Background: an optimization exercise with open tools, aiming at small area and a short achievable clock period. Do not read the settings as production practice. Function was checked by simulation only, so behaviour that the tests miss may differ from the original. Power and IR drop assume default switching activity.

`design.v`:
```
package bpred_pkg;
    localparam int MAX_TAG_BITS = 8;
    localparam int MAX_CTR_BITS = 2;
    localparam int MAX_XLEN     = 32;
    typedef logic [MAX_CTR_BITS-1:0] ctr_t;
    typedef struct packed {
        logic                    valid;
        logic [MAX_TAG_BITS-1:0] tag;
        logic [MAX_XLEN-1:0]     target;
        ctr_t                    ctr;
    } btb_entry_t;
    typedef enum logic [1:0] {
        CTR_INC      = 2'd0,
        CTR_DEC      = 2'd1,
        CTR_SET_MAX  = 2'd2,
        CTR_SET_WEAK = 2'd3
    } ctr_op_e;
    function automatic logic [MAX_CTR_BITS-1:0] ctr_max(input int bits);
        ctr_max = (1 << bits) - 1;
    endfunction
    function automatic logic [MAX_CTR_BITS-1:0] ctr_weak_t(input int bits);
        ctr_weak_t = 1 << (bits - 1);
    endfunction
    function automatic logic [MAX_CTR_BITS-1:0] ctr_weak_nt(input int bits);
        ctr_weak_nt = (1 << (bits - 1)) - 1;
    endfunction
    function automatic logic [MAX_CTR_BITS-1:0] ctr_sat(input logic [MAX_CTR_BITS-1:0] ctr,
                                                         input logic inc, input int bits);
        if (inc) begin
            ctr_sat = (ctr == ctr_max(bits)) ? ctr : ctr + 1'b1;
        end else begin
            ctr_sat = (ctr == '0) ? ctr : ctr - 1'b1;
        end
    endfunction
    function automatic logic [7:0] pc_index(input logic [MAX_XLEN-1:0] pc, input int idx_bits);
        logic [MAX_XLEN-1:0] masked;
        masked   = (pc >> 2) & ((64'd1 << idx_bits) - 64'd1);
        pc_index = masked[7:0];
    endfunction
    function automatic logic [MAX_TAG_BITS-1:0] pc_tag(input logic [MAX_XLEN-1:0] pc,
                                                       input int idx_bits,
                                                       input int tag_bits);
        logic [MAX_XLEN-1:0]     shifted;
        logic [MAX_TAG_BITS-1:0] one;
        shifted = pc >> (idx_bits + 2);
        one     = 1;
        pc_tag  = shifted[MAX_TAG_BITS-1:0] & ((one << tag_bits) - one);
    endfunction
endpackage
module bpred_sat_ctr (
    input  logic q,
    input  logic hold,
    input  logic d_new,
    input  logic load,
    output logic d
);
    assign d = (q & hold) | (d_new & load);
endmodule
module bpred_aor8 (
    input  logic [7:0] sel,
    input  logic [7:0] dat,
    output logic       y
);
    assign y = |(sel & dat);
endmodule
module bpred_or8 (
    input  logic [7:0] a,
    output logic       y
);
    assign y = |a;
endmodule
module bpred_or32 (
    input  logic [31:0] a,
    output logic        y
);
    logic [3:0] g;
    logic [1:0] h;
    for (genvar k = 0; k < 4; k++) begin : g_g
        bpred_or8 u_g (.a(a[8*k+7:8*k]), .y(g[k]));
    end
    bpred_nor2  u_h0 (.a(g[0]), .b(g[1]), .y(h[0]));
    bpred_nor2  u_h1 (.a(g[2]), .b(g[3]), .y(h[1]));
    bpred_nand2 u_y  (.a(h[0]), .b(h[1]), .y(y));
endmodule
module bpred_xnor4 (
    input  logic [3:0] a,
    input  logic [3:0] b,
    output logic [3:0] y
);
    assign y = ~(a ^ b);
endmodule
module bpred_nand4 (
    input  logic a, b, c, d,
    output logic y
);
    assign y = ~(a & b & c & d);
endmodule
module bpred_ao21 (
    input  logic a, b, c,
    output logic y
);
    assign y = (a & b) | c;
endmodule
module bpred_aoi21 (
    input  logic a, b, c,
    output logic y
);
    assign y = ~((a & b) | c);
endmodule
module bpred_aor4 (
    input  logic [3:0] sel,
    input  logic [3:0] dat,
    output logic       y
);
    logic [1:0] p;
    bpred_aoi22 u_p0 (.a1(sel[0]), .a2(dat[0]), .b1(sel[1]), .b2(dat[1]), .y(p[0]));
    bpred_aoi22 u_p1 (.a1(sel[2]), .a2(dat[2]), .b1(sel[3]), .b2(dat[3]), .y(p[1]));
    bpred_nand2 u_y  (.a(p[0]), .b(p[1]), .y(y));
endmodule
module bpred_aoi22 (
    input  logic a1, a2, b1, b2,
    output logic y
);
    assign y = ~((a1 & a2) | (b1 & b2));
endmodule
module bpred_or4n (
    input  logic [3:0] a,
    output logic       y
);
    logic [1:0] p;
    bpred_nor2  u_p0 (.a(a[0]), .b(a[1]), .y(p[0]));
    bpred_nor2  u_p1 (.a(a[2]), .b(a[3]), .y(p[1]));
    bpred_nand2 u_y  (.a(p[0]), .b(p[1]), .y(y));
endmodule
module bpred_ne4 (
    input  logic [3:0] a,
    input  logic [3:0] b,
    output logic       y
);
    assign y = (a != b);
endmodule
module bpred_nor3 (
    input  logic a, b, c,
    output logic y
);
    assign y = ~(a | b | c);
endmodule
module bpred_nor2 (
    input  logic a, b,
    output logic y
);
    assign y = ~(a | b);
endmodule
module bpred_nand2 (
    input  logic a, b,
    output logic y
);
    assign y = ~(a & b);
endmodule
module bpred_aor32 (
    input  logic [31:0] sel,
    input  logic [31:0] dat,
    output logic        y
);
    logic [3:0] g;
    logic [1:0] h;
    for (genvar k = 0; k < 4; k++) begin : g_g
        bpred_aor8 u_g (.sel(sel[8*k+7:8*k]), .dat(dat[8*k+7:8*k]), .y(g[k]));
    end
    bpred_nor2  u_h0 (.a(g[0]), .b(g[1]), .y(h[0]));
    bpred_nor2  u_h1 (.a(g[2]), .b(g[3]), .y(h[1]));
    bpred_nand2 u_y  (.a(h[0]), .b(h[1]), .y(y));
endmodule
module bpred_btb
#(
    parameter int ENTRIES  = 32,
    parameter int TAG_BITS = 8,
    parameter int CTR_BITS = 2,
    parameter int XLEN     = 32
) (
    input  logic            clk,
    input  logic            reset,
    input  logic [XLEN-1:0] lookup_pc,
    output logic            pred_hit,
    output logic            pred_taken,
    output logic [XLEN-1:0] pred_target,
    input  logic            upd_valid,
    input  logic [XLEN-1:0] upd_pc,
    input  logic            upd_taken,
    input  logic            upd_is_jump,
    input  logic [XLEN-1:0] upd_target,
    input  logic            upd_pred_taken,
    input  logic [XLEN-1:0] upd_pred_target,
    input  logic            flush_all,
    output logic [31:0]     perf_updates,
    output logic [31:0]     perf_mispredicts
);
    localparam int IDX_BITS = $clog2(ENTRIES);
    logic [ENTRIES-1:0]                valid_q;
    logic [ENTRIES-1:0][TAG_BITS-1:0]  tag_q;
    logic [ENTRIES-1:0][XLEN-1:0]      tgt_q;
    logic [ENTRIES-1:0][CTR_BITS-1:0]  ctr_q;
    logic [IDX_BITS-1:0] lk_idx, upd_idx;
    logic [TAG_BITS-1:0] lk_tag, upd_tag;
    logic                upd_hit;
    logic [CTR_BITS-1:0] upd_ctr, ctr_next;
    assign lk_idx  = lookup_pc[IDX_BITS+1:2];
    assign lk_tag  = lookup_pc[IDX_BITS+2+TAG_BITS-1:IDX_BITS+2];
    assign upd_idx = upd_pc[IDX_BITS+1:2];
    assign upd_tag = upd_pc[IDX_BITS+2+TAG_BITS-1:IDX_BITS+2];
    logic [ENTRIES-1:0] lk_dec, upd_dec, wr_ctr, wr_data;
    logic [TAG_BITS-1:0] upd_tag_rd;
    logic                upd_valid_rd;
    always_comb begin
        for (int i = 0; i < ENTRIES; i++) begin
            lk_dec[i]  = (lk_idx == i);
            upd_dec[i] = (upd_idx == i);
        end
    end
    localparam int GROUPS = ENTRIES / 8;
    logic [ENTRIES-1:0] dv_n, ne_lo, ne_hi, lk_sel, lk_msb;
    logic [GROUPS-1:0]  grp_hit, grp_hit2;
    logic [GROUPS-1:0][XLEN-1:0] grp_tgt;
    logic [GROUPS-1:0]           grp_msb;
    logic [GROUPS-1:0][XLEN-1:0][7:0] grp_col;
    for (genvar i = 0; i < ENTRIES; i++) begin : g_lk
        assign dv_n[i] = ~(lk_dec[i] & valid_q[i]);
        bpred_ne4  u_lo  (.a(tag_q[i][3:0]), .b(lk_tag[3:0]), .y(ne_lo[i]));
        bpred_ne4  u_hi  (.a(tag_q[i][7:4]), .b(lk_tag[7:4]), .y(ne_hi[i]));
        bpred_nor3 u_sel (.a(ne_lo[i]), .b(ne_hi[i]), .c(dv_n[i]), .y(lk_sel[i]));
        assign lk_msb[i] = ctr_q[i][CTR_BITS-1];
    end
    for (genvar g = 0; g < GROUPS; g++) begin : g_grp
        bpred_or8 u_hit  (.a(lk_sel[8*g+7:8*g]), .y(grp_hit[g]));
        bpred_or8 u_hit2 (.a(lk_sel[8*g+7:8*g]), .y(grp_hit2[g]));
        for (genvar b = 0; b < XLEN; b++) begin : g_rd
            for (genvar k = 0; k < 8; k++) begin : g_col
                assign grp_col[g][b][k] = tgt_q[8*g+k][b];
            end
            bpred_aor8 u_rd (.sel(lk_dec[8*g+7:8*g]), .dat(grp_col[g][b]), .y(grp_tgt[g][b]));
        end
        bpred_aor8 u_msb (.sel(lk_dec[8*g+7:8*g]), .dat(lk_msb[8*g+7:8*g]), .y(grp_msb[g]));
    end
    for (genvar b = 0; b < XLEN; b++) begin : g_out
        if (b < XLEN/2) begin : g_a
            bpred_aor4 u_y (.sel(grp_hit), .dat({grp_tgt[3][b], grp_tgt[2][b], grp_tgt[1][b], grp_tgt[0][b]}),
                            .y(pred_target[b]));
        end else begin : g_b
            bpred_aor4 u_y (.sel(grp_hit2), .dat({grp_tgt[3][b], grp_tgt[2][b], grp_tgt[1][b], grp_tgt[0][b]}),
                            .y(pred_target[b]));
        end
    end
    bpred_aor4 u_taken (.sel(grp_hit2), .dat(grp_msb), .y(pred_taken));
    bpred_or4n u_hit   (.a(grp_hit), .y(pred_hit));
    logic [TAG_BITS-1:0][ENTRIES-1:0] tag_col;
    logic [CTR_BITS-1:0][ENTRIES-1:0] ctr_col;
    logic                upd_ne_lo, upd_ne_hi;
    logic [ENTRIES-1:0]  upd_dv, upd_dvt, upd_dvj;
    for (genvar b = 0; b < TAG_BITS; b++) begin : g_utag_rd
        for (genvar i = 0; i < ENTRIES; i++) begin : g_col
            assign tag_col[b][i] = tag_q[i][b];
        end
        bpred_aor32 u_rd (.sel(upd_dec), .dat(tag_col[b]), .y(upd_tag_rd[b]));
    end
    for (genvar b = 0; b < CTR_BITS; b++) begin : g_uctr_rd
        for (genvar i = 0; i < ENTRIES; i++) begin : g_col
            assign ctr_col[b][i] = ctr_q[i][b];
        end
        bpred_aor32 u_rd (.sel(upd_dec), .dat(ctr_col[b]), .y(upd_ctr[b]));
    end
    bpred_aor32 u_uvalid_rd (.sel(upd_dec), .dat(valid_q), .y(upd_valid_rd));
    bpred_ne4  u_upd_lo  (.a(upd_tag_rd[3:0]), .b(upd_tag[3:0]), .y(upd_ne_lo));
    bpred_ne4  u_upd_hi  (.a(upd_tag_rd[7:4]), .b(upd_tag[7:4]), .y(upd_ne_hi));
    bpred_nor3 u_upd_hit (.a(upd_ne_lo), .b(upd_ne_hi), .c(~upd_valid_rd), .y(upd_hit));
    always_comb begin
        if (upd_is_jump)
            ctr_next = {CTR_BITS{1'b1}};
        else if (!upd_hit)
            ctr_next = {1'b1, {(CTR_BITS-1){1'b0}}};
        else if (upd_taken)
            ctr_next = (upd_ctr == {CTR_BITS{1'b1}}) ? upd_ctr : upd_ctr + 1'b1;
        else
            ctr_next = (upd_ctr == '0) ? upd_ctr : upd_ctr - 1'b1;
        upd_dv  = upd_dec & {ENTRIES{upd_valid}};
        upd_dvt = upd_dv & {ENTRIES{upd_taken}};
        upd_dvj = upd_dv & {ENTRIES{upd_is_jump}};
    end
    logic [ENTRIES-1:0] hold_ctr, hold_data;
    for (genvar i = 0; i < ENTRIES; i++) begin : g_we
        bpred_ao21  u_wc (.a(upd_dv[i]),  .b(upd_hit), .c(upd_dvt[i]), .y(wr_ctr[i]));
        bpred_aoi21 u_hc (.a(upd_dv[i]),  .b(upd_hit), .c(upd_dvt[i]), .y(hold_ctr[i]));
        bpred_ao21  u_wd (.a(upd_dvj[i]), .b(upd_hit), .c(upd_dvt[i]), .y(wr_data[i]));
        bpred_aoi21 u_hd (.a(upd_dvj[i]), .b(upd_hit), .c(upd_dvt[i]), .y(hold_data[i]));
    end
    always_ff @(posedge clk or posedge reset) begin
        if (reset) begin
            valid_q <= '0;
        end else if (flush_all) begin
            valid_q <= '0;
        end else if (upd_valid && upd_taken) begin
            valid_q[upd_idx] <= 1'b1;
        end
    end
    logic [ENTRIES-1:0][TAG_BITS-1:0]  tag_d;
    logic [ENTRIES-1:0][XLEN-1:0]      tgt_d;
    logic [ENTRIES-1:0][CTR_BITS-1:0]  ctr_d;
    for (genvar i = 0; i < ENTRIES; i++) begin : g_ent
        for (genvar b = 0; b < CTR_BITS; b++) begin : g_ctr
            bpred_sat_ctr u_hold (.q(ctr_q[i][b]), .hold(hold_ctr[i]), .d_new(ctr_next[b]),
                                  .load(wr_ctr[i]), .d(ctr_d[i][b]));
        end
        for (genvar b = 0; b < TAG_BITS; b++) begin : g_tag
            bpred_sat_ctr u_hold (.q(tag_q[i][b]), .hold(hold_data[i]), .d_new(upd_tag[b]),
                                  .load(wr_data[i]), .d(tag_d[i][b]));
        end
        for (genvar b = 0; b < XLEN; b++) begin : g_tgt
            bpred_sat_ctr u_hold (.q(tgt_q[i][b]), .hold(hold_data[i]), .d_new(upd_target[b]),
                                  .load(wr_data[i]), .d(tgt_d[i][b]));
        end
    end
    always_ff @(posedge clk) begin
        ctr_q <= ctr_d;
        tag_q <= tag_d;
        tgt_q <= tgt_d;
    end
    always_ff @(posedge clk or posedge reset) begin
        if (reset) begin
            perf_updates     <= '0;
            perf_mispredicts <= '0;
        end else begin
            if (upd_valid)
                perf_updates <= perf_updates + 32'd1;
            if (upd_valid && ((upd_taken != upd_pred_taken) ||
                              (upd_taken && (upd_target != upd_pred_target))))
                perf_mispredicts <= perf_mispredicts + 32'd1;
        end
    end
endmodule
```
`constraint.sdc`:
```
create_clock -name core_clock -period 6.5 [get_ports {clk}]
set_input_delay 1.3000 -clock core_clock [delete_from_list [all_inputs] [get_ports {clk}]]
set_output_delay 1.3000 -clock core_clock [all_outputs]
set_load 0.01 [all_outputs]
```
`flow/run.sh`:
```
#!/bin/bash
# Layout flow: the standard ORFS flow (standard.sh) with two changes:
#  - the port buffers that buffer_ports inserts are plain buffers (buf_2), which the
#    timing repair then sizes, instead of the platform's default delay-cell pick;
#  - clock tree synthesis clusters more sinks per leaf buffer and adds no dummy
#    balancing loads, so the clock tree takes less area.
set -euo pipefail
export BUFFER_PORTS_ARGS="-buffer_cell sky130_fd_sc_hd__buf_2"
export CTS_ARGS="-sink_clustering_enable -repair_clock_nets -sink_clustering_size 12 -sink_clustering_max_diameter 50 -buf_list {sky130_fd_sc_hd__clkbuf_4 sky130_fd_sc_hd__clkbuf_8} -dont_use_dummy_load"
bash standard.sh > standard_flow.log 2>&1
```
`standard.sh`:
```
#!/bin/bash
# synth_recipe.tcl (not shown) runs the flow's synth.tcl, then flattens the netlist and writes it again
# the make line also repeats each setting of config.mk as NAME=value (left out here)
make -C /OpenROAD-flow-scripts/flow DESIGN_CONFIG=/design/flow/config.mk WORK_HOME=/design/flow/orfs CLKGATE_MAP_FILE= SYNTH_SCRIPT=/design/flow/synth_recipe.tcl "${@:-finish}"
```
`config.mk`:
```
export PLATFORM = sky130hd
export DESIGN_NAME = bpred_btb
export DESIGN_NICKNAME = bpred_btb
export VERILOG_FILES = /design/flow/design.v
export SDC_FILE = /design/flow/constraint.sdc
export NUM_CORES = 4
export LEC_CHECK = 0
export CAP_MARGIN = 10
export CORE_MARGIN = 2
export CORE_UTILIZATION = 50
export SETUP_SLACK_MARGIN = 2.0
export SLEW_MARGIN = 10
export SYNTH_HIERARCHICAL = 1
export SYNTH_MINIMUM_KEEP_SIZE = 0
export TNS_END_PERCENT = 5
```
==> notes.md, run 1 <==
CP Launch Point lookup_pc[6]; clock share of power 0.281; Mapped Cells 4941; Die Y 339 um; register area share after synthesis 0.521; Std-Cell Rows 123; wire per inst 30.1 um; PD cells 282 nW/um^2; number of global-route vias before repair 46100; Remaining DRCs 0; Placed Cells 6791; Max Clock Skew 0.0689 ns; MaxCap Viol Count 0; CP required 5.20 ns; Detail Placement HPWL 132000 um; Core ar. 112000 um^2; Arr. time, crit path 3.44 ns; CTS sink cnt 1440; max-slew violations 0; Logic pwr share 0.129; via count 48400; capture point of the worst reg-to-reg path tgt_q[774]; commonest cells in the synthesized netlist 1346 x a22o_1, 1344 x dfxtp_1, 704 x a22oi_1, 291 x xnor2_1, 263 x nand4_1; syn_area_per_cell 11.4 um^2; Rel. slew slack 0.267; Design Power 18.3 mW; GRT Total Usage 0.355; most common cell in the netlist a22o_1; Synth async-reset ratio 0.0667; post-synth cell types 46; setup tns final 0 ns; H-tree levels 4; final setup fails 0; GPL Wtd Cong 0.919; Fin Hold WS 0.467 ns; leakage 25.0 nW; number of port buffers 194; final worst slack 1.76 ns; RR Startpoint tag_q[151]; count of final hold-check violations 0; share of power burned in registers 0.591; R2R cell count 12; drt first-iter violations 5018; most common flop cell mapped by yosys dfxtp_1; Synth Net Count 5084; CTS tree yes; Yosys reg bits 1440; Hold/Removal Path Class in -> async; EDFF count, synth 0; largest net degree at the start of global routing 63; run status timing/DRC/antenna clean; critical path's slowest cell a22oi_2; fmax 0.211 GHz; layout cells sized above 1 0.174; Warnings, synthesis 7; top post-synthesis cells by area dfxtp_1 48%, a22o_1 21%, a22oi_1 9.4%; Area Overhead vs Synth 15.6%; non-filler cells, final 6995; first-pass GRT wire length 312000 um; final core occ 0.580; final global-route overflow total 0; clock root buffer clkbuf_8; io pins 233; Initial Utilization 0.502; Setup WS pre-CTS 0.657 ns; cell chain of the critical path buf_12, or3b_4, nor2_4, buf_4, buf_12, a22oi_1, nand4_1, a22oi_2, nand2_2, buf_2; drt pass-1 iters 6; WL final 211000 um; mapped cell area 56200 um^2; crit path buf inv count 4; worst stage delay on the critical path 0.44 ns; CP Max Fanout 33; CP dominant cell by count buf_12; Finished Cell Area 65000 um^2; Sw Share 0.261; Worst-Margin Slew 1.10 ns; DIE AREA 115000 um^2; ANT nets after route 0; Setup crit end kind primary output; highest ir drop seen on vdd 0.000213 V; Via density 6.92; initial antenna violation count 2; clk slew on worst S/H paths 0.08 ns; share of the synthesized area in the top cell type 0.479; WS Path Type in -> out; startpoint types primary input; Synth area leader dfxtp_1; Final period util 0.729; CTS Buf Count 155; Bufs on Longest Clock Path 3; fin nets 5638; RSZ-0062 raised after global routing true; die width 339 um; Area after DPL 61300 um^2; CP top delay family simple AND/OR/NAND/NOR gates; clock latency at the later pin of the worst-skew pair 0.87 ns; FF-to-FF setup slack 2.99 ns; Psw 4.78 mW; cell internal pwr 13.5 mW; minimum clock period 4.74 ns
## power by group through the flow
| stage | registers [mW] | logic [mW] | clock network, mW |
|---|---|---|---|
| after floorplan | 10.8 | 1.64 | 0 |
| after global placement | 10.9 | 2.23 | 0 |
| after detailed placement | 11.0 | 2.28 | 0 |
| after CTS | 10.8 | 2.33 | 5.21 |
| after global routing | 11.0 | 2.53 | 5.55 |
| final | 10.8 | 2.35 | 5.13 |
## worst reg2reg max path: stages, from the launching register on
cell	delay, ns
dfxtp_1	0.34
a22oi_1	0.30
nand4_1	0.28
nor2_2	0.27
nand2_1	0.12
xnor2_1	0.14
nand4_1	0.21
nor3_4	0.08
buf_4	0.16
buf_4	0.14
a21oi_4	0.75
buf_4	0.49
a22o_1	0.20
## worst max path at each step
stage | slack [ns] | cells past startpoint | end
2_1_floorplan | -1.15 | 14 | tag_q[0]
3_3_place_gp | 0.70 | 15 | tgt_q[78]
3_5_place_dp | 0.66 | 15 | tgt_q[961]
4_1_cts | 1.86 | 11 | pred_target[27]
5_1_grt | 1.78 | 13 | pred_target[16]
6_report | 1.76 | 10 | pred_target[31]
## flip-flops by register name (all words and copies together), names as in the netlist
register	count
ctr_q	64
perf_mispredicts	32
perf_updates	32
tag_q	256
tgt_q	1024
valid_q	32
## cells by family (layout without fill, tap and decap cells)
group                      after synthesis  after routing  share of synthesized area
AOI/OAI and AO/OA                     2282           2282                      0.341
DFF                                   1440           1440                      0.521
and+or+nand+nor                        771            771                     0.0744
xor gates and xnor gates               359            359                     0.0559
buffers and inverters                   76            628                    0.00510
adders and majority gates               10             10                    0.00214
muxes                                    3              3                   0.000579
other                                    0              2                          0
## cell type report
cell class	count	area, um^2
timing repair buffer	433	3750
tap	1500	1880
fill	9827	47100
clock buffer	155	2130
multi-input combinational	3425	27700
sequential	1440	29300
inverter	40	199
antenna	2	5.00
## Yosys stat by module (local to each module, per instance), a selection
module	flops+latches	copies in the design	cells inside
bpred_aoi22	0	66	1
bpred_aor8	0	176	5
bpred_ao21	0	64	1
bpred_or8	0	8	3
bpred_aoi21	0	64	1
bpred_sat_ctr	0	1344	1
bpred_nor2	0	24	1
bpred_nor3	0	33	1
bpred_nand2	0	45	1
bpred_btb	1440	1	2067
bpred_ne4	0	66	5
## per-layer routing
layer / routed length [um] / global-route usage / share of wire
met5: 0 / 0 / 0
met4: 8580 / 0.142 / 0.041
met3: 19200 / 0.0657 / 0.091
met2: 89400 / 0.520 / 0.42
met1: 93600 / 0.516 / 0.44
## cell usage in the layout, fill, tap and decap left out, types with 18 or more instances in the layout
cell type and n:
a22o_1 1346, xor2_1 68, buf_4 153, nor3_2 31, nand2_2 45, a21o_2 23
clkbuf_8 156, nand2_1 87, nand4_1 263, a21o_1 33, nand3_1 20, a21oi_2 32
buf_2 172, dfrtp_1 96, nor2_4 34, a21oi_4 32, xnor2_1 291, nor2_1 140
a22oi_2 72, and3_1 25, and2_1 24, dfxtp_1 1344, a22oi_1 698, a21oi_1 28
buf_6 41, buf_12 50, nor4_1 18
## repair_timing
item	in CTS	in global routing
gates resized for setup	221	24
endpoints found under the setup margin	1359	1003
hold buffers	0	0
endpoints found under the hold margin	0	0
buffers inserted	32	13
gates cloned	2	0
pin swaps	66	7
==> run 2, diff against run 1 <==
--- a/config.mk
+++ b/config.mk
@@ -5,11 +5,11 @@
 export SDC_FILE = /design/flow/constraint.sdc
 export NUM_CORES = 4
 export LEC_CHECK = 0
-export CAP_MARGIN = 10
+export CAP_MARGIN = 5
 export CORE_MARGIN = 2
 export CORE_UTILIZATION = 50
 export SETUP_SLACK_MARGIN = 2.0
-export SLEW_MARGIN = 10
+export SLEW_MARGIN = 5
 export SYNTH_HIERARCHICAL = 1
 export SYNTH_MINIMUM_KEEP_SIZE = 0
 export TNS_END_PERCENT = 5
==> run 2 against run 1 <==
Effect of this change: global-route usage did not move; first-iteration DRC count is the same; clock-buffer cell count is the same; clock power is essentially flat; non-clock buffer count is the same; area after synthesis unchanged; critical endpoint unchanged; still clean.
==> notes.md, run 2 <==
Mapped Cells 4941 (unchanged); die width 339 um (unchanged); RSZ-0062 raised after global routing true; Synth Area in XOR/XNOR 0.0559 (unchanged); top post-synthesis cells by area dfxtp_1 48%, a22o_1 21%, a22oi_1 9.4%; final global-route overflow total 0 (unchanged); Logic pwr share 0.129 (about the same); ANT nets after route 0 (unchanged); share of the synthesized area in the top cell type 0.479 (unchanged); minimum clock period 4.74 ns (unchanged); syn_area_per_cell 11.4 um^2 (unchanged); count of final hold-check violations 0 (unchanged); Warnings, synthesis 7 (unchanged); share of power burned in registers 0.591 (about the same); PD cells 282 nW/um^2 (unchanged); via count 48400 (unchanged); number of port buffers 194 (unchanged); wire per inst 30.1 um (unchanged); final worst slack 1.76 ns (unchanged); drt first-iter violations 5018 (unchanged); CP Launch Point lookup_pc[6]; post-synth cell types 46 (unchanged); setup tns final 0 ns (unchanged); Synth async-reset ratio 0.0667 (unchanged); Core ar. 112000 um^2 (unchanged); commonest cells after routing, fill and taps aside 1346 x a22o_1, 1344 x dfxtp_1, 698 x a22oi_1, 291 x xnor2_1, 263 x nand4_1; main combinational cell family by area after synthesis compound AO/OA/AOI/OAI gates; EDFF count, synth 0 (unchanged); Initial Utilization 0.502 (unchanged); Final period util 0.729 (unchanged); startpoint types primary input; Area after DPL 61300 um^2 (unchanged); clk slew on worst S/H paths 0.08 ns (about the same); largest net degree at the start of global routing 63 (unchanged); Max Clock Skew 0.0689 ns (unchanged); io pins 233 (unchanged); CTS sink cnt 1440 (unchanged); R2R cell count 12 (unchanged); WS Path Type in -> out; capture point of the worst reg-to-reg path tgt_q[774]; Synth area leader dfxtp_1; leakage 25.0 nW (unchanged); highest ir drop seen on vdd 0.000213 V (unchanged); Die Y 339 um (unchanged); GPL Wtd Cong 0.919 (unchanged); Compound-Gate Fraction of Synth Area 0.341 (unchanged); RR Startpoint tag_q[151]; Psw 4.78 mW (unchanged); Fin Hold WS 0.467 ns (unchanged); CTS tree yes; Remaining DRCs 0 (unchanged); Via density 6.92 (unchanged); FF-to-FF setup slack 2.99 ns (about the same); max FFs per register 1024 (unchanged); initial antenna violation count 2 (unchanged); Setup crit end kind primary output; Sw Share 0.261 (unchanged); number of global-route vias before repair 46100 (unchanged); most common cell after layout, fill and taps aside a22o_1; WL final 211000 um (unchanged); register area share after synthesis 0.521 (unchanged); most common cell in the netlist a22o_1; mapped cell area 56200 um^2 (unchanged); clock share of power 0.281 (about the same); H-tree levels 4 (unchanged); non-filler cells, final 6995 (unchanged); clock latency at the later pin of the worst-skew pair 0.87 ns (about the same); max-slew violations 0 (unchanged); Placed Cells 6791 (unchanged); MaxCap Viol Count 0 (unchanged); Top Registers tgt_q (1024), tag_q (256), ctr_q (64); Synth Net Count 5084 (unchanged); Rel. slew slack 0.267 (unchanged); cell internal pwr 13.5 mW (unchanged); multiplexer area fraction after synthesis 0.000579 (unchanged); DIE AREA 115000 um^2 (unchanged); run status timing/DRC/antenna clean; Setup WS pre-CTS 0.657 ns (unchanged); commonest cells in the synthesized netlist 1346 x a22o_1, 1344 x dfxtp_1, 704 x a22oi_1, 291 x xnor2_1, 263 x nand4_1; GRT Total Usage 0.355 (unchanged); Detail Placement HPWL 132000 um (unchanged); Area Overhead vs Synth 15.6% (unchanged); Arr. time, crit path 3.44 ns (about the same); Post-Synth Simple-Gate Area 0.0744 (unchanged); fmax 0.211 GHz (unchanged); clock root buffer clkbuf_8; most common flop cell mapped by yosys dfxtp_1; CP required 5.20 ns (about the same); Hold/Removal Path Class in -> async; layout cells sized above 1 0.174 (unchanged); Finished Cell Area 65000 um^2 (unchanged); first-pass GRT wire length 312000 um (unchanged); final setup fails 0 (unchanged); hold buffer count at CTS 0 (unchanged); Worst-Margin Slew 1.10 ns (unchanged); fin nets 5638 (unchanged); Yosys reg bits 1440 (unchanged); Bufs on Longest Clock Path 3 (unchanged); Largest Register tgt_q; Std-Cell Rows 123 (unchanged); drt pass-1 iters 6 (unchanged); post-synthesis adder-cell area fraction 0.00214 (unchanged); CTS Buf Count 155 (unchanged); CP Max Fanout 33 (unchanged)
## run 2: how the worst max path moves through the flow
stage | cells after the start | to | slack, ns
after global routing | 13 | pred_target[16] | 1.78
after floorplan | 14 | tag_q[0] | -1.15
after CTS | 11 | pred_target[27] | 1.86
final | 10 | pred_target[31] | 1.76
after detailed placement | 15 | tgt_q[961] | 0.66
after global placement | 15 | tgt_q[78] | 0.70
## run 2: layer usage
| layer | global-route usage | wire length (um) | up-vias |
|---|---|---|---|
| li1 | - | - | 21100 |
| met1 | 0.516 | 93600 | 24500 |
| met2 | 0.520 | 89400 | 2410 |
| met3 | 0.0657 | 19200 | 420 |
| met4 | 0.142 | 8580 | 0 |
| met5 | 0 | 0 | - |
## run 2: power by group through the flow
stage / combinational (mW) / sequential, mW / clock [mW]
finish: 2.35 / 10.8 / 5.13
global route: 2.53 / 11.0 / 5.55
CTS: 2.33 / 10.8 / 5.21
detailed placement: 2.28 / 11.0 / 0
global placement: 2.23 / 10.9 / 0
floorplan: 1.64 / 10.8 / 0
## run 2: modules after synthesis, one instance, submodules excluded, excerpt
module         flops+latches  cell area (um^2)  cells inside
bpred_btb               1440             32800          2067
bpred_ne4                  0              41.3             5
bpred_aor8                 0              36.3             5
bpred_or8                  0              16.3             3
bpred_aoi22                0              12.5             1
bpred_nor3                 0              10.0             1
bpred_aoi21                0              8.76             1
bpred_sat_ctr              0              8.76             1
bpred_ao21                 0              7.51             1
bpred_nand2                0              3.75             1
bpred_nor2                 0              3.75             1
## run 2: logic make-up (layout without fill, tap and decap cells)
group / after synthesis / in the layout
buf+inv: 76 / 628
xor+xnor: 359 / 359
compound gates: 2282 / 2282
mux: 3 / 3
flops: 1440 / 1440
fa+ha+maj: 10 / 10
other cells: 0 / 2
simple gates: 771 / 771
## run 2: what timing repair did
action / CTS / global route
gates resized for setup: 221 / 24
gates cloned: 2 / 0
pin swaps: 66 / 7
buffers inserted: 32 / 13
endpoints found under the setup margin: 1359 / 1003
## run 2: worst max-delay path, stage by stage
cell and delay [ns]:
buf_12 0.13, or3b_4 0.33, nor2_4 0.05, buf_4 0.14
buf_12 0.16, a22oi_1 0.22, nand4_1 0.29, a22oi_2 0.44
nand2_2 0.14, buf_2 0.17
## run 2: cell type report
class	instances	area, um^2
fill	9827	47100
sequential	1440	29300
multi-input combinational	3425	27700
timing repair buffer	433	3750
clock buffer	155	2130
tap	1500	1880
inverter	40	199
antenna	2	5.00
## run 2: through the flow
stage / power [mW] / utilization
2_1_floorplan: 12.4 / -
3_3_place_gp: 13.2 / 0.547
3_5_place_dp: 13.3 / 0.547
4_1_cts: 18.3 / 0.578
5_1_grt: 19.0 / 0.580
6_report: 18.3 / 0.580
==> run 3, diff against run 2 <==
--- a/design.v
+++ b/design.v
@@ -285,12 +285,14 @@
         upd_dvt = upd_dv & {ENTRIES{upd_taken}};
         upd_dvj = upd_dv & {ENTRIES{upd_is_jump}};
     end
-    logic [ENTRIES-1:0] hold_ctr, hold_data;
+    logic [ENTRIES-1:0] hold_ctr, hold_data, wr_data2, hold_data2;
     for (genvar i = 0; i < ENTRIES; i++) begin : g_we
-        bpred_ao21  u_wc (.a(upd_dv[i]),  .b(upd_hit), .c(upd_dvt[i]), .y(wr_ctr[i]));
-        bpred_aoi21 u_hc (.a(upd_dv[i]),  .b(upd_hit), .c(upd_dvt[i]), .y(hold_ctr[i]));
-        bpred_ao21  u_wd (.a(upd_dvj[i]), .b(upd_hit), .c(upd_dvt[i]), .y(wr_data[i]));
-        bpred_aoi21 u_hd (.a(upd_dvj[i]), .b(upd_hit), .c(upd_dvt[i]), .y(hold_data[i]));
+        bpred_ao21  u_wc  (.a(upd_dv[i]),  .b(upd_hit), .c(upd_dvt[i]), .y(wr_ctr[i]));
+        bpred_aoi21 u_hc  (.a(upd_dv[i]),  .b(upd_hit), .c(upd_dvt[i]), .y(hold_ctr[i]));
+        bpred_ao21  u_wd  (.a(upd_dvj[i]), .b(upd_hit), .c(upd_dvt[i]), .y(wr_data[i]));
+        bpred_aoi21 u_hd  (.a(upd_dvj[i]), .b(upd_hit), .c(upd_dvt[i]), .y(hold_data[i]));
+        bpred_ao21  u_wd2 (.a(upd_dvj[i]), .b(upd_hit), .c(upd_dvt[i]), .y(wr_data2[i]));
+        bpred_aoi21 u_hd2 (.a(upd_dvj[i]), .b(upd_hit), .c(upd_dvt[i]), .y(hold_data2[i]));
     end
     always_ff @(posedge clk or posedge reset) begin
         if (reset) begin
@@ -314,8 +316,9 @@
                                   .load(wr_data[i]), .d(tag_d[i][b]));
         end
         for (genvar b = 0; b < XLEN; b++) begin : g_tgt
-            bpred_sat_ctr u_hold (.q(tgt_q[i][b]), .hold(hold_data[i]), .d_new(upd_target[b]),
-                                  .load(wr_data[i]), .d(tgt_d[i][b]));
+            bpred_sat_ctr u_hold (.q(tgt_q[i][b]), .hold(b < 12 ? hold_data[i] : hold_data2[i]),
+                                  .d_new(upd_target[b]), .load(b < 12 ? wr_data[i] : wr_data2[i]),
+                                  .d(tgt_d[i][b]));
         end
     end
     always_ff @(posedge clk) begin
--- a/config.mk
+++ b/config.mk
@@ -5,11 +5,11 @@
 export SDC_FILE = /design/flow/constraint.sdc
 export NUM_CORES = 4
 export LEC_CHECK = 0
-export CAP_MARGIN = 5
+export CAP_MARGIN = 10
 export CORE_MARGIN = 2
 export CORE_UTILIZATION = 50
 export SETUP_SLACK_MARGIN = 2.0
-export SLEW_MARGIN = 5
+export SLEW_MARGIN = 10
 export SYNTH_HIERARCHICAL = 1
 export SYNTH_MINIMUM_KEEP_SIZE = 0
 export TNS_END_PERCENT = 5
==> run 3 against run 2 <==
Effect of this change: flip-flop and latch count is the same; clock-buffer cell count down 1; critical path depth grew 2; critical endpoint is now pred_target[3]; routed wire length down 3.4%; non-clock buffer count is 6 higher.
==> notes.md, run 3 <==
Largest Register tgt_q; startpoint types primary input; ANT nets after route 0 (unchanged); minimum clock period 4.74 ns (+0.000400 ns); CTS Buf Count 154 (-0.65%); max-slew violations 0 (unchanged); initial antenna violation count 10 (+8); clk slew on worst S/H paths 0.08 ns (about the same); max FFs per register 1024 (unchanged); Area Overhead vs Synth 15.5% (about the same); Core ar. 112000 um^2 (+0.41%); drt pass-1 iters 6 (unchanged); wire per inst 28.8 um (-4.4%); Remaining DRCs 0 (unchanged); WS Path Type in -> out; Design Power 18.3 mW (-0.25%); cell internal pwr 13.5 mW (about the same); most common cell after layout, fill and taps aside a22o_1; register area share after synthesis 0.517 (-0.00478); run status timing/DRC/antenna clean; Psw 4.74 mW (-0.77%); Final period util 0.729 (about the same); die width 341 um (+0.46%); via count 48000 (-0.87%); fin nets 5709 (+1.3%); final global-route overflow total 0 (unchanged); Placed Cells 6847 (+0.82%); CP required 5.20 ns (about the same); critical path's slowest cell a22oi_2; post-synth cell types 46 (unchanged); commonest cells in the synthesized netlist 1346 x a22o_1, 1344 x dfxtp_1, 704 x a22oi_1, 291 x xnor2_1, 263 x nand4_1; Die Y 341 um (+0.46%); Yosys reg bits 1440 (unchanged); most common cell in the netlist a22o_1; H-tree levels 4 (unchanged); Top Registers tgt_q (1024), tag_q (256), ctr_q (64); clock share of power 0.279 (-0.002); Hold/Removal Path Class reg -> reg; largest net degree at the start of global routing 53 (-16%); CP top delay family buffers and inverters; MaxCap Viol Count 0 (unchanged); clock latency at the later pin of the worst-skew pair 0.87 ns (about the same); EDFF count, synth 0 (unchanged); Synth Net Count 5148 (+1.3%); most common flop cell mapped by yosys dfxtp_1; share of power burned in registers 0.592 (about the same); CP Max Fanout 17 (-48%); non-filler cells, final 7066 (+1.0%); RSZ-0062 raised after global routing true; CTS sink cnt 1440 (unchanged); top post-synthesis cells by area dfxtp_1 47%, a22o_1 21%, a22oi_1 9.3%; Synth area leader dfxtp_1; crit path buf inv count 5 (+1); share of the synthesized area in the top cell type 0.474 (-0.00439); count of final hold-check violations 0 (unchanged); Fin Hold WS 0.460 ns (-0.00637 ns); leakage 25.6 nW (+2.3%); number of global-route vias before repair 45800 (-0.66%); Rel. slew slack 0.152 (-0.115); R2R cell count 12 (unchanged); Arr. time, crit path 3.44 ns (about the same); CP dominant cell by count buf_12; number of port buffers 194 (unchanged); Worst-Margin Slew 1.27 ns (+0.174 ns); GRT Total Usage 0.340 (-0.0154); Initial Utilization 0.504 (+0.00257); mapped cell area 56700 um^2 (+0.93%); io pins 233 (unchanged); Via density 6.79 (-1.9%); Setup crit end kind primary output; worst stage delay on the critical path 0.39 ns (-0.05 ns); Mapped Cells 5005 (+1.3%); Std-Cell Rows 123 (unchanged); DIE AREA 116000 um^2 (+0.92%); setup tns final 0 ns (unchanged); final core occ 0.583 (+0.00280); WL final 204000 um (-3.4%); Sw Share 0.260 (-0.00137); syn_area_per_cell 11.3 um^2 (-0.36%); clock root buffer clkbuf_8; Logic pwr share 0.129 (about the same); CTS tree yes; Warnings, synthesis 7 (unchanged); final setup fails 0 (unchanged); PD cells 278 nW/um^2 (-1.1%); hold path cells 1; first-pass GRT wire length 302000 um (-3.1%); drt first-iter violations 4460 (-11%); fmax 0.211 GHz (about the same); GPL Wtd Cong 0.899 (-2.3%); highest ir drop seen on vdd 0.000192 V (-10%); Synth async-reset ratio 0.0667 (unchanged); Critical Path Stages 12 (+2); cell chain of the critical path buf_12, buf_12, buf_4, xnor2_1, nand4_1, nor3_2, nor4_1, nand2_1, buf_12, a22oi_2, nand2_2, buf_2; Detail Placement HPWL 133000 um (+0.98%); Bufs on Longest Clock Path 3 (unchanged); Max Clock Skew 0.0594 ns (-0.00946 ns); commonest cells after routing, fill and taps aside 1346 x a22o_1, 1344 x dfxtp_1, 697 x a22oi_1, 290 x xnor2_1, 263 x nand4_1; layout cells sized above 1 0.175 (+0.00101)
[run 3: cell count changes after synthesis]
cell	change
a21oi_2	+32
a21o_1	+32
[run 3: modules after synthesis (local to each module, per instance), a selection]
module	cells inside	flops+latches	times used
bpred_nor2	1	0	24
bpred_aor8	5	0	176
bpred_ao21	1	0	96
bpred_sat_ctr	1	0	1344
bpred_nand2	1	0	45
bpred_btb	2067	1440	1
bpred_or8	3	0	8
bpred_aoi22	1	0	66
bpred_aoi21	1	0	96
bpred_ne4	5	0	66
bpred_nor3	1	0	33
[run 3: worst paths after layout]
kind | from | endpoint | slack, ns
max | lookup_pc[9] | pred_target[3] | 1.76
min | perf_mispredicts[31] | perf_mispredicts[31] | 0.46
max reg2reg | tag_q[71] | tag_q[105] | 3.33
min reg2reg | perf_mispredicts[31] | perf_mispredicts[31] | 0.46
max in group asynchronous | reset | perf_mispredicts[5] | 4.75
min in group asynchronous | reset | perf_updates[17] | 0.55
[run 3: final cells by class]
cell class	count	area, um^2
Sequential cell	1440	29300
Inverter	40	203
Clock buffer	154	2120
Fill cell	9749	46900
Timing Repair Buffer	439	3880
Tap cell	1500	1880
Multi-Input combinational cell	3491	28200
Antenna cell	2	5.00
[run 3: metal layers]
layer  GRT usage  up-vias  part of all wire
met2       0.513     2005              0.44
met5           0        -           0.00026
met3      0.0790      330             0.090
met4       0.100        8             0.026
met1       0.484    24300              0.45
li1            -    21400                 -
[run 3: logic make-up after synthesis]
family / Yosys count / share of synthesized area
AOI/OAI and AO/OA: 2346 / 0.347
xor gates and xnor gates: 359 / 0.0554
adders and majority gates: 10 / 0.00212
buffers and inverters: 76 / 0.00505
DFF: 1440 / 0.517
muxes: 3 / 0.000573
and+or+nand+nor: 771 / 0.0737
[run 3: power by group through the flow]
stage	Combinational, mW	Clock [mW]	Sequential, mW
after global routing	2.54	5.52	11.0
final	2.36	5.09	10.8
after global placement	2.21	0	10.9
after floorplan	1.64	0	10.8
after CTS	2.34	5.18	10.8
after detailed placement	2.27	0	11.0
[run 3: what timing repair did]
item,4_1_cts,5_1_grt
setup endpoints to repair,1332,1378
pin swaps,84,8
resized for setup,219,43
gates cloned,14,0
setup buffers,44,5
hold buffers,0,0
[run 3: worst register-to-register path, delay by kind of cell (launching register included)]
kind | cells | cell delay [ns]
buffers and inverters | 3 | 0.83
XOR/XNOR | 1 | 0.15
AND/OR/NAND/NOR | 5 | 1.10
AO/OA/AOI/OAI | 3 | 0.67
flip-flops | 1 | 0.34
[run 3: through the flow]
| stage | area [um^2] | setup slack (ns) |
|---|---|---|
| CTS | 65200 | 1.83 |
| floorplan | 57100 | -2.47 |
| global placement | 61400 | 0.766 |
| global route | 65600 | 1.72 |
| detailed placement | 61400 | 0.790 |
| finish | 65600 | 1.76 |
==> run 4, diff against run 3 <==
--- a/design.v
+++ b/design.v
@@ -132,6 +132,12 @@
     bpred_nor2  u_p1 (.a(a[2]), .b(a[3]), .y(p[1]));
     bpred_nand2 u_y  (.a(p[0]), .b(p[1]), .y(y));
 endmodule
+module bpred_and2 (
+    input  logic a, b,
+    output logic y
+);
+    assign y = a & b;
+endmodule
 module bpred_ne4 (
     input  logic [3:0] a,
     input  logic [3:0] b,
@@ -219,7 +225,8 @@
     end
     localparam int GROUPS = ENTRIES / 8;
     logic [ENTRIES-1:0] dv_n, ne_lo, ne_hi, lk_sel, lk_msb;
-    logic [GROUPS-1:0]  grp_hit, grp_hit2;
+    logic [3:0][GROUPS-1:0] grp_hitq;
+    logic [1:0][ENTRIES-1:0] rd_dec;
     logic [GROUPS-1:0][XLEN-1:0] grp_tgt;
     logic [GROUPS-1:0]           grp_msb;
     logic [GROUPS-1:0][XLEN-1:0][7:0] grp_col;
@@ -231,27 +238,34 @@
         assign lk_msb[i] = ctr_q[i][CTR_BITS-1];
     end
     for (genvar g = 0; g < GROUPS; g++) begin : g_grp
-        bpred_or8 u_hit  (.a(lk_sel[8*g+7:8*g]), .y(grp_hit[g]));
-        bpred_or8 u_hit2 (.a(lk_sel[8*g+7:8*g]), .y(grp_hit2[g]));
+        for (genvar c = 0; c < 4; c++) begin : g_hitq
+            bpred_or8 u_hit (.a(lk_sel[8*g+7:8*g]), .y(grp_hitq[c][g]));
+        end
         for (genvar b = 0; b < XLEN; b++) begin : g_rd
             for (genvar k = 0; k < 8; k++) begin : g_col
                 assign grp_col[g][b][k] = tgt_q[8*g+k][b];
             end
-            bpred_aor8 u_rd (.sel(lk_dec[8*g+7:8*g]), .dat(grp_col[g][b]), .y(grp_tgt[g][b]));
+            bpred_aor8 u_rd (.sel(rd_dec[b/16][8*g+7:8*g]), .dat(grp_col[g][b]), .y(grp_tgt[g][b]));
         end
-        bpred_aor8 u_msb (.sel(lk_dec[8*g+7:8*g]), .dat(lk_msb[8*g+7:8*g]), .y(grp_msb[g]));
+        bpred_aor8 u_msb (.sel(rd_dec[1][8*g+7:8*g]), .dat(lk_msb[8*g+7:8*g]), .y(grp_msb[g]));
     end
     for (genvar b = 0; b < XLEN; b++) begin : g_out
-        if (b < XLEN/2) begin : g_a
-            bpred_aor4 u_y (.sel(grp_hit), .dat({grp_tgt[3][b], grp_tgt[2][b], grp_tgt[1][b], grp_tgt[0][b]}),
-                            .y(pred_target[b]));
-        end else begin : g_b
-            bpred_aor4 u_y (.sel(grp_hit2), .dat({grp_tgt[3][b], grp_tgt[2][b], grp_tgt[1][b], grp_tgt[0][b]}),
-                            .y(pred_target[b]));
+        bpred_aor4 u_y (.sel(grp_hitq[b/8]), .dat({grp_tgt[3][b], grp_tgt[2][b], grp_tgt[1][b], grp_tgt[0][b]}),
+                        .y(pred_target[b]));
+    end
+    bpred_aor4 u_taken (.sel(grp_hitq[3]), .dat(grp_msb), .y(pred_taken));
+    bpred_or4n u_hit   (.a(grp_hitq[0]), .y(pred_hit));
+    logic [3:0] lk_pre_lo;
+    logic [7:0] lk_pre_hi;
+    always_comb begin
+        for (int j = 0; j < 4; j++) lk_pre_lo[j] = (lk_idx[1:0] == j);
+        for (int j = 0; j < 8; j++) lk_pre_hi[j] = (lk_idx[4:2] == j);
+    end
+    for (genvar c = 0; c < 2; c++) begin : g_rdec
+        for (genvar i = 0; i < ENTRIES; i++) begin : g_i
+            bpred_and2 u_d (.a(lk_pre_lo[i%4]), .b(lk_pre_hi[i/4]), .y(rd_dec[c][i]));
         end
     end
-    bpred_aor4 u_taken (.sel(grp_hit2), .dat(grp_msb), .y(pred_taken));
-    bpred_or4n u_hit   (.a(grp_hit), .y(pred_hit));
     logic [TAG_BITS-1:0][ENTRIES-1:0] tag_col;
     logic [CTR_BITS-1:0][ENTRIES-1:0] ctr_col;
     logic                upd_ne_lo, upd_ne_hi;
==> run 4 against run 3 <==
Effect of this change: still clean on timing, DRC and antenna; die area is 1.0% higher; sequential share of layout area is 0.15 points higher; clock skew is 0.019 ns higher; sequential power hardly changed; critical endpoint is now pred_target[31]; highest routed layer unchanged.
==> notes.md, run 4 <==
Synth async-reset ratio 0.0667 (unchanged); Synth Net Count 5210 (+1.2%); Max Clock Skew 0.0787 ns (+0.0193 ns); Post-Synth Simple-Gate Area 0.0833 (+0.00958); Hold/Removal Path Class reg -> reg; commonest cells in the synthesized netlist 1344 x a22o_1, 1344 x dfxtp_1, 704 x a22oi_1, 290 x xnor2_1, 254 x nand4_1; Via density 6.79 (about the same); most common flop cell mapped by yosys dfxtp_1; register area share after synthesis 0.511 (-0.00533); Worst-Margin Slew 1.15 ns (-0.116 ns); clk slew on worst S/H paths 0.08 ns (about the same); final worst slack 1.77 ns (+0.0108 ns); first-pass GRT wire length 302000 um (about the same); Warnings, synthesis 7 (unchanged); Remaining DRCs 0 (unchanged); CP required 5.20 ns (about the same); MaxCap Viol Count 0 (unchanged); H-tree levels 4 (unchanged); count of final hold-check violations 0 (unchanged); clock root buffer clkbuf_8; fmax 0.211 GHz (+0.23%); highest ir drop seen on vdd 0.000237 V (+24%); WS Path Type in -> out; share of the synthesized area in the top cell type 0.469 (-0.00489); EDFF count, synth 0 (unchanged); max-slew violations 0 (unchanged); Hold Crit Start perf_mispredicts[31]; commonest cells after routing, fill and taps aside 1344 x a22o_1, 1344 x dfxtp_1, 690 x a22oi_1, 289 x xnor2_1, 254 x nand4_1; setup tns final 0 ns (unchanged); initial antenna violation count 12 (+2); DIE AREA 117000 um^2 (+1.0%); number of global-route vias before repair 46400 (+1.3%); post-synth cell types 55 (+20%); RR Startpoint tag_q[239]; post-synthesis adder-cell area fraction 0.00210 (-0.0000219); final core occ 0.573 (-0.00975); CP Max Fanout 8 (-9); final setup fails 0 (unchanged); die width 343 um (+0.51%); mapped cell area 57300 um^2 (+1.0%); Core ar. 114000 um^2 (+1.4%); clock latency at the later pin of the worst-skew pair 0.88 ns (about the same); leakage 25.6 nW (+0.21%); Final period util 0.728 (-0.00166); startpoint types primary input; final global-route overflow total 0 (unchanged); Initial Utilization 0.503 (-0.00160); Die Y 343 um (+0.51%); Mapped Cells 5067 (+1.2%); Setup WS pre-CTS 0.848 ns (+0.0584 ns); minimum clock period 4.73 ns (-0.0108 ns); FF-to-FF setup slack 3.15 ns (-0.18 ns); fillers 10000 (+2.6%); Arr. time, crit path 3.43 ns (about the same); Synth Area in XOR/XNOR 0.0547 (-0.000725); Compound-Gate Fraction of Synth Area 0.343 (-0.00356); multiplexer area fraction after synthesis 0.000393 (-0.000181); PD cells 281 nW/um^2 (+0.80%); fin nets 5713 (+0.070%); drt pass-1 iters 6 (unchanged); GPL Wtd Cong 0.915 (+1.8%); wire per inst 28.5 um (-0.95%); Rel. slew slack 0.225 (+0.0737); run status timing/DRC/antenna clean; RSZ-0062 raised after global routing true; CTS Buf Count 159 (+3.2%); capture point of the worst reg-to-reg path tgt_q[741]; Synth area leader dfxtp_1; CTS sink cnt 1440 (unchanged); WL final 202000 um (-0.64%); max FFs per register 1024 (unchanged); Largest Register tgt_q; drt first-iter violations 4761 (+6.7%); top post-synthesis cells by area dfxtp_1 47%, a22o_1 21%, a22oi_1 9.2%; R2R cell count 11 (-1); largest net degree at the start of global routing 72 (+36%); Bufs on Longest Clock Path 3 (unchanged); hold path cells 1 (unchanged); Yosys reg bits 1440 (unchanged); Area Overhead vs Synth 14.0%; number of port buffers 194 (unchanged); syn_area_per_cell 11.3 um^2 (-0.19%); io pins 233 (unchanged); Std-Cell Rows 124 (+0.81%); hold buffer count at CTS 0 (unchanged); GRT Total Usage 0.336 (-0.00388); CTS tree yes; Detail Placement HPWL 137000 um (+3.1%); Top Registers tgt_q (1024), tag_q (256), ctr_q (64); Setup crit end kind primary output; ANT nets after route 0 (unchanged); layout cells sized above 1 0.171 (-0.00426); via count 48100 (+0.26%); main combinational cell family by area after synthesis compound AO/OA/AOI/OAI gates; worst hold endpoint perf_mispredicts[31]
-- run 4: worst max-delay path by stage --
stage | from | to | cells past startpoint
floorplan | upd_pc[3] | tag_q[100] | 14
detailed placement | upd_pc[3] | tgt_q[864] | 15
finish | lookup_pc[12] | pred_target[31] | 12
CTS | upd_pc[3] | tgt_q[332] | 16
global placement | upd_pc[3] | tgt_q[320] | 15
global route | lookup_pc[10] | pred_target[28] | 11
-- run 4: timing repair --
action,in CTS,in global routing
setup buffers,40,1
pin swaps,105,3
cloned,5,0
gates resized for setup,286,35
setup endpoints to repair,878,1378
-- run 4: layout make-up --
cell class	count	area, um^2	share of cell area
inverters	32	143	0.00218
repair buffers	384	3180	0.0487
multi-input cells	3553	28600	0.438
clock buffers	159	2190	0.0335
diodes	8	20.0	0.000306
flip-flops and latches	1440	29300	0.449
well taps	1512	1890	0.0290
-- run 4: power by group --
group	switching [mW]	internal, mW	total (mW)
clock network	3.01	2.17	5.18
logic	0.969	1.36	2.33
registers	0.788	10.0	10.8
-- run 4: cell families after synthesis --
kind of cell	count (synthesis)
buffers and inverters	75
adder cells (fa/ha/maj)	10
AO/OA/AOI/OAI	2346
AND/OR/NAND/NOR	836
XOR/XNOR	358
flip-flops	1440
multiplexers	2
-- run 4: worst max-delay path: stages --
cell and delay [ns]:
buf_12 0.11, buf_12 0.14, buf_12 0.15, xnor2_1 0.13, nand4_1 0.18, nor3_4 0.07, nor4_2 0.37, nand2_2 0.26
buf_6 0.21, a22oi_2 0.19, nand2_2 0.14, buf_6 0.14
-- run 4: per-stage QoR --
step	power, mW	cells	cell area [um^2]	hold slack, ns
after floorplan	12.4	5067	57600	0.456
after global placement	13.2	6874	61300	0.453
after detailed placement	13.2	6874	61300	0.455
after CTS	18.4	7078	65100	0.472
after global routing	19.1	7081	65300	0.492
final	18.3	7088	65300	0.471
-- run 4: modules after synthesis, one instance, submodules excluded, a selection --
module / cells / area, um^2 / flops+latches / times used
bpred_nand2: 1 / 3.75 / 0 / 45
bpred_nor3: 1 / 10.0 / 0 / 33
bpred_nor2: 1 / 3.75 / 0 / 24
bpred_ao21: 1 / 7.51 / 0 / 96
bpred_aoi22: 1 / 12.5 / 0 / 66
bpred_and2: 1 / 6.26 / 0 / 64
bpred_aor8: 5 / 36.3 / 0 / 176
bpred_sat_ctr: 1 / 8.76 / 0 / 1344
bpred_or8: 3 / 16.3 / 0 / 16
bpred_aoi21: 1 / 8.76 / 0 / 96
-- run 4: per-layer routing --
layer | global-route usage | share of wire | up-vias
li1 | - | - | 21600
met1 | 0.465 | 0.43 | 24300
met2 | 0.521 | 0.45 | 1883
met3 | 0.0536 | 0.071 | 371
met4 | 0.145 | 0.044 | 12
met5 | 0 | 0.00038 | -
==> run 5, diff against run 4 <==
--- a/config.mk
+++ b/config.mk
@@ -7,7 +7,7 @@
 export LEC_CHECK = 0
 export CAP_MARGIN = 10
 export CORE_MARGIN = 2
-export CORE_UTILIZATION = 50
+export CORE_UTILIZATION = 56
 export SETUP_SLACK_MARGIN = 2.0
 export SLEW_MARGIN = 10
 export SYNTH_HIERARCHICAL = 1
==> run 5 against run 4 <==
Effect of this change: critical path depth unchanged; area after synthesis is the same; combinational power about the same; critical endpoint is now pred_target[10].
==> notes.md, run 5 <==
CTS sink cnt 1440 (unchanged); WS Path Type in -> out; register area share after synthesis 0.511 (unchanged); GRT Total Usage 0.369 (+0.0326); mapped cell area 57300 um^2 (unchanged); Final period util 0.715 (-0.0127); Placed Cells 6711 (-2.4%); Rel. slew slack 0.216 (-0.00964); drt first-iter violations 5048 (+6.0%); H-tree levels 4 (unchanged); Critical Path Sink pred_target[10]; clk slew on worst S/H paths 0.07 ns (about the same); CTS Buf Count 155 (-2.5%); FF-to-FF setup slack 3.19 ns (+0.04 ns); die width 324 um (-5.4%); CP Max Fanout 8 (unchanged); CP Launch Point lookup_pc[14]; syn_area_per_cell 11.3 um^2 (unchanged); CP required 5.20 ns (about the same); Area Overhead vs Synth 13.6%; Max Clock Skew 0.0723 ns (-0.00632 ns); final global-route overflow total 0 (unchanged); RSZ-0062 raised after global routing true; number of global-route vias before repair 45300 (-2.3%); WL final 199000 um (-1.9%); MaxCap Viol Count 0 (unchanged); Via density 7.04 (+3.7%); max FFs per register 1024 (unchanged); ANT nets after route 0 (unchanged); leakage 25.5 nW (-0.43%); Warnings, synthesis 7 (unchanged); Die Y 324 um (-5.4%); Mapped Cells 5067 (unchanged); Area after DPL 61000 um^2 (-0.51%); PD cells 281 nW/um^2 (about the same); EDFF count, synth 0 (unchanged); wire per inst 28.6 um (+0.29%); highest ir drop seen on vdd 0.000275 V (+16%); Synth Net Count 5210 (unchanged); setup tns final 0 ns (unchanged); count of final hold-check violations 0 (unchanged); Std-Cell Rows 117 (-5.6%); Synth area leader dfxtp_1; Setup crit end kind primary output; most common flop cell mapped by yosys dfxtp_1; final setup fails 0 (unchanged); initial antenna violation count 16 (+4); first-pass GRT wire length 295000 um (-2.5%); GPL Wtd Cong 0.930 (+1.6%); via count 48800 (+1.4%); Worst-Margin Slew 1.17 ns (+0.0144 ns); post-synth cell types 55 (unchanged); layout cells sized above 1 0.174 (+0.00340); Largest Register tgt_q; fmax 0.215 GHz (+1.8%); non-filler cells, final 6934 (-2.2%); top post-synthesis cells by area dfxtp_1 47%, a22o_1 21%, a22oi_1 9.2%; Top Registers tgt_q (1024), tag_q (256), ctr_q (64); Core ar. 102000 um^2 (-11%); Bufs on Longest Clock Path 3 (unchanged); io pins 233 (unchanged); minimum clock period 4.65 ns (-0.0829 ns); capture point of the worst reg-to-reg path tgt_q[510]; share of the synthesized area in the top cell type 0.469 (unchanged); drt pass-1 iters 6 (unchanged); Hold/Removal Path Class in -> async; Detail Placement HPWL 131000 um (-4.1%); number of port buffers 194 (unchanged); startpoint types primary input; CTS tree yes; commonest cells in the synthesized netlist 1344 x a22o_1, 1344 x dfxtp_1, 704 x a22oi_1, 290 x xnor2_1, 254 x nand4_1; Arr. time, crit path 3.35 ns (-0.08 ns); run status timing/DRC/antenna clean; fin nets 5702 (-0.19%); max-slew violations 0 (unchanged); Synth async-reset ratio 0.0667 (unchanged); DIE AREA 105000 um^2 (-11%); Remaining DRCs 0 (unchanged); Initial Utilization 0.564 (+0.0616); R2R cell count 10 (-1); clock latency at the later pin of the worst-skew pair 0.90 ns (+0.02 ns); largest net degree at the start of global routing 99 (+38%); commonest cells after routing, fill and taps aside 1344 x a22o_1, 1344 x dfxtp_1, 692 x a22oi_1, 288 x xnor2_1, 254 x nand4_1; Finished Cell Area 65100 um^2 (-0.29%); clock root buffer clkbuf_8; hold buffer count at CTS 0 (unchanged); RR Startpoint tag_q[30]; Yosys reg bits 1440 (unchanged)
run 5: cell types whose count changed in the layout (fill, tap and decap cells not counted), sizes merged, moves of 2 or more:
cell | before | now
and2 | 89 | 92
buf | 384 | 369
bufbuf | 0 | 2
clkbuf | 159 | 156
run 5: how the worst min path moves through the flow:
stage,slack (ns),to,start,depth (start not counted)
6_report,0.46,perf_mispredicts[0],reset,2
5_1_grt,0.48,perf_mispredicts[31],perf_mispredicts[31],1
4_1_cts,0.44,valid_q[28],reset,2
3_5_place_dp,0.46,perf_mispredicts[31],perf_mispredicts[31],1
3_3_place_gp,0.45,perf_mispredicts[31],perf_mispredicts[31],1
2_1_floorplan,0.46,ctr_q[0],ctr_q[0],1
run 5: what timing repair did:
| item | in CTS | in global routing |
|---|---|---|
| pin swaps | 80 | 9 |
| hold endpoints to repair | 0 | 0 |
| buffers inserted | 39 | 1 |
| endpoints found under the setup margin | 705 | 1378 |
| gates cloned | 19 | 0 |
| gates resized for setup | 275 | 55 |
run 5: cell type report:
class | instances | area [um^2]
Timing Repair Buffer | 372 | 3150
Antenna cell | 9 | 22.5
Inverter | 32 | 146
Clock buffer | 155 | 2130
Tap cell | 1368 | 1710
Fill cell | 8381 | 36400
Multi-Input combinational cell | 3558 | 28700
Sequential cell | 1440 | 29300
run 5: critical path, cell delays in order:
cell and delay (ns):
buf_12 0.13, buf_16 0.16, buf_4 0.14, xnor2_1 0.11, nand4_1 0.21, nor3_4 0.10, nor4_2 0.26, nand2_2 0.11
buf_12 0.17, a22oi_2 0.30, nand2_2 0.16, buf_2 0.17
run 5: kinds of logic after synthesis:
kind of cell | synth area share
flip-flops | 0.511
multiplexers | 0.000393
AO/OA/AOI/OAI | 0.343
buffers and inverters | 0.00528
XOR/XNOR | 0.0547
adder cells (fa/ha/maj) | 0.00210
AND/OR/NAND/NOR | 0.0833
run 5: power breakdown:
group	internal [mW]	leakage [nW]	total (mW)	switching [mW]
Clock	2.12	1.11	5.11	2.99
Combinational	1.38	12.0	2.36	0.979
Sequential	10.0	12.4	10.8	0.789
run 5: per-module statistics from Yosys, one instance, submodules excluded, excerpt:
| module | area (um^2) | flip-flops and latches | copies in the design |
|---|---|---|---|
| bpred_ao21 | 7.51 | 0 | 96 |
| bpred_ne4 | 41.3 | 0 | 66 |
| bpred_and2 | 6.26 | 0 | 64 |
| bpred_aor8 | 36.3 | 0 | 176 |
| bpred_sat_ctr | 8.76 | 0 | 1344 |
| bpred_aoi22 | 12.5 | 0 | 66 |
| bpred_nor2 | 3.75 | 0 | 24 |
| bpred_nand2 | 3.75 | 0 | 45 |
| bpred_btb | 32800 | 1440 | 1 |
| bpred_aoi21 | 8.76 | 0 | 96 |
| bpred_or8 | 16.3 | 0 | 16 |
| bpred_nor3 | 10.0 | 0 | 33 |
run 5: stage by stage:
step | power (mW) | utilization | setup WS (ns) | hold WS [ns]
after floorplan | 12.4 | - | -2.51 | 0.456
after global placement | 13.1 | 0.601 | 0.797 | 0.453
after detailed placement | 13.2 | 0.601 | 0.830 | 0.458
after CTS | 18.3 | 0.639 | 1.92 | 0.443
after global routing | 19.0 | 0.641 | 1.85 | 0.484
final | 18.3 | 0.641 | 1.85 | 0.463
run 5: per-layer routing:
layer / global-route usage / vias up / share of wire
li1: - / 21600 / -
met1: 0.513 / 24400 / 0.42
met2: 0.551 / 2290 / 0.44
met3: 0.0581 / 489 / 0.080
met4: 0.197 / 14 / 0.056
met5: 0 / - / 0.00038

[separate check: timing with driven ports]
Ports are ideal in the flow. The routed layouts listed here were re-timed in OpenROAD. Step 1, drivers: a clkbuf_16 drives clk and a buf_2 each remaining input, both assumed. Step 2, shift: input delay + t, output delay - t, t = (earliest + latest rising clock arrival at the registers) / 2. This alone moves slack from input paths to output paths. Three values: ideal ports, drivers, drivers and shift; two values: the first two.
| run | shift t [ns] | setup WS [ns] | worst setup path after step 2 | worst slew at a driven data input, ns |
|---|---|---|---|---|
| run 1 | 0.915 | 1.761 / 1.713 / 0.927 | input to register | 0.08 |
| run 2 | 0.915 | 1.761 / 1.713 / 0.927 | input to register | 0.08 |
| run 3 | 0.914 | 1.760 / 1.647 / 1.070 | input to register | 0.17 |
| run 4 | 0.919 | 1.771 / 1.679 / 0.842 | input to register | 0.17 |
| run 5 | 0.933 | 1.854 / 1.682 / 0.941 | input to register | 0.25 |
After both steps setup and hold are still met in every run listed. For run 4, which loses most, drivers alone change the setup slack by -0.092 ns; drivers and shift together by -0.929 ns.
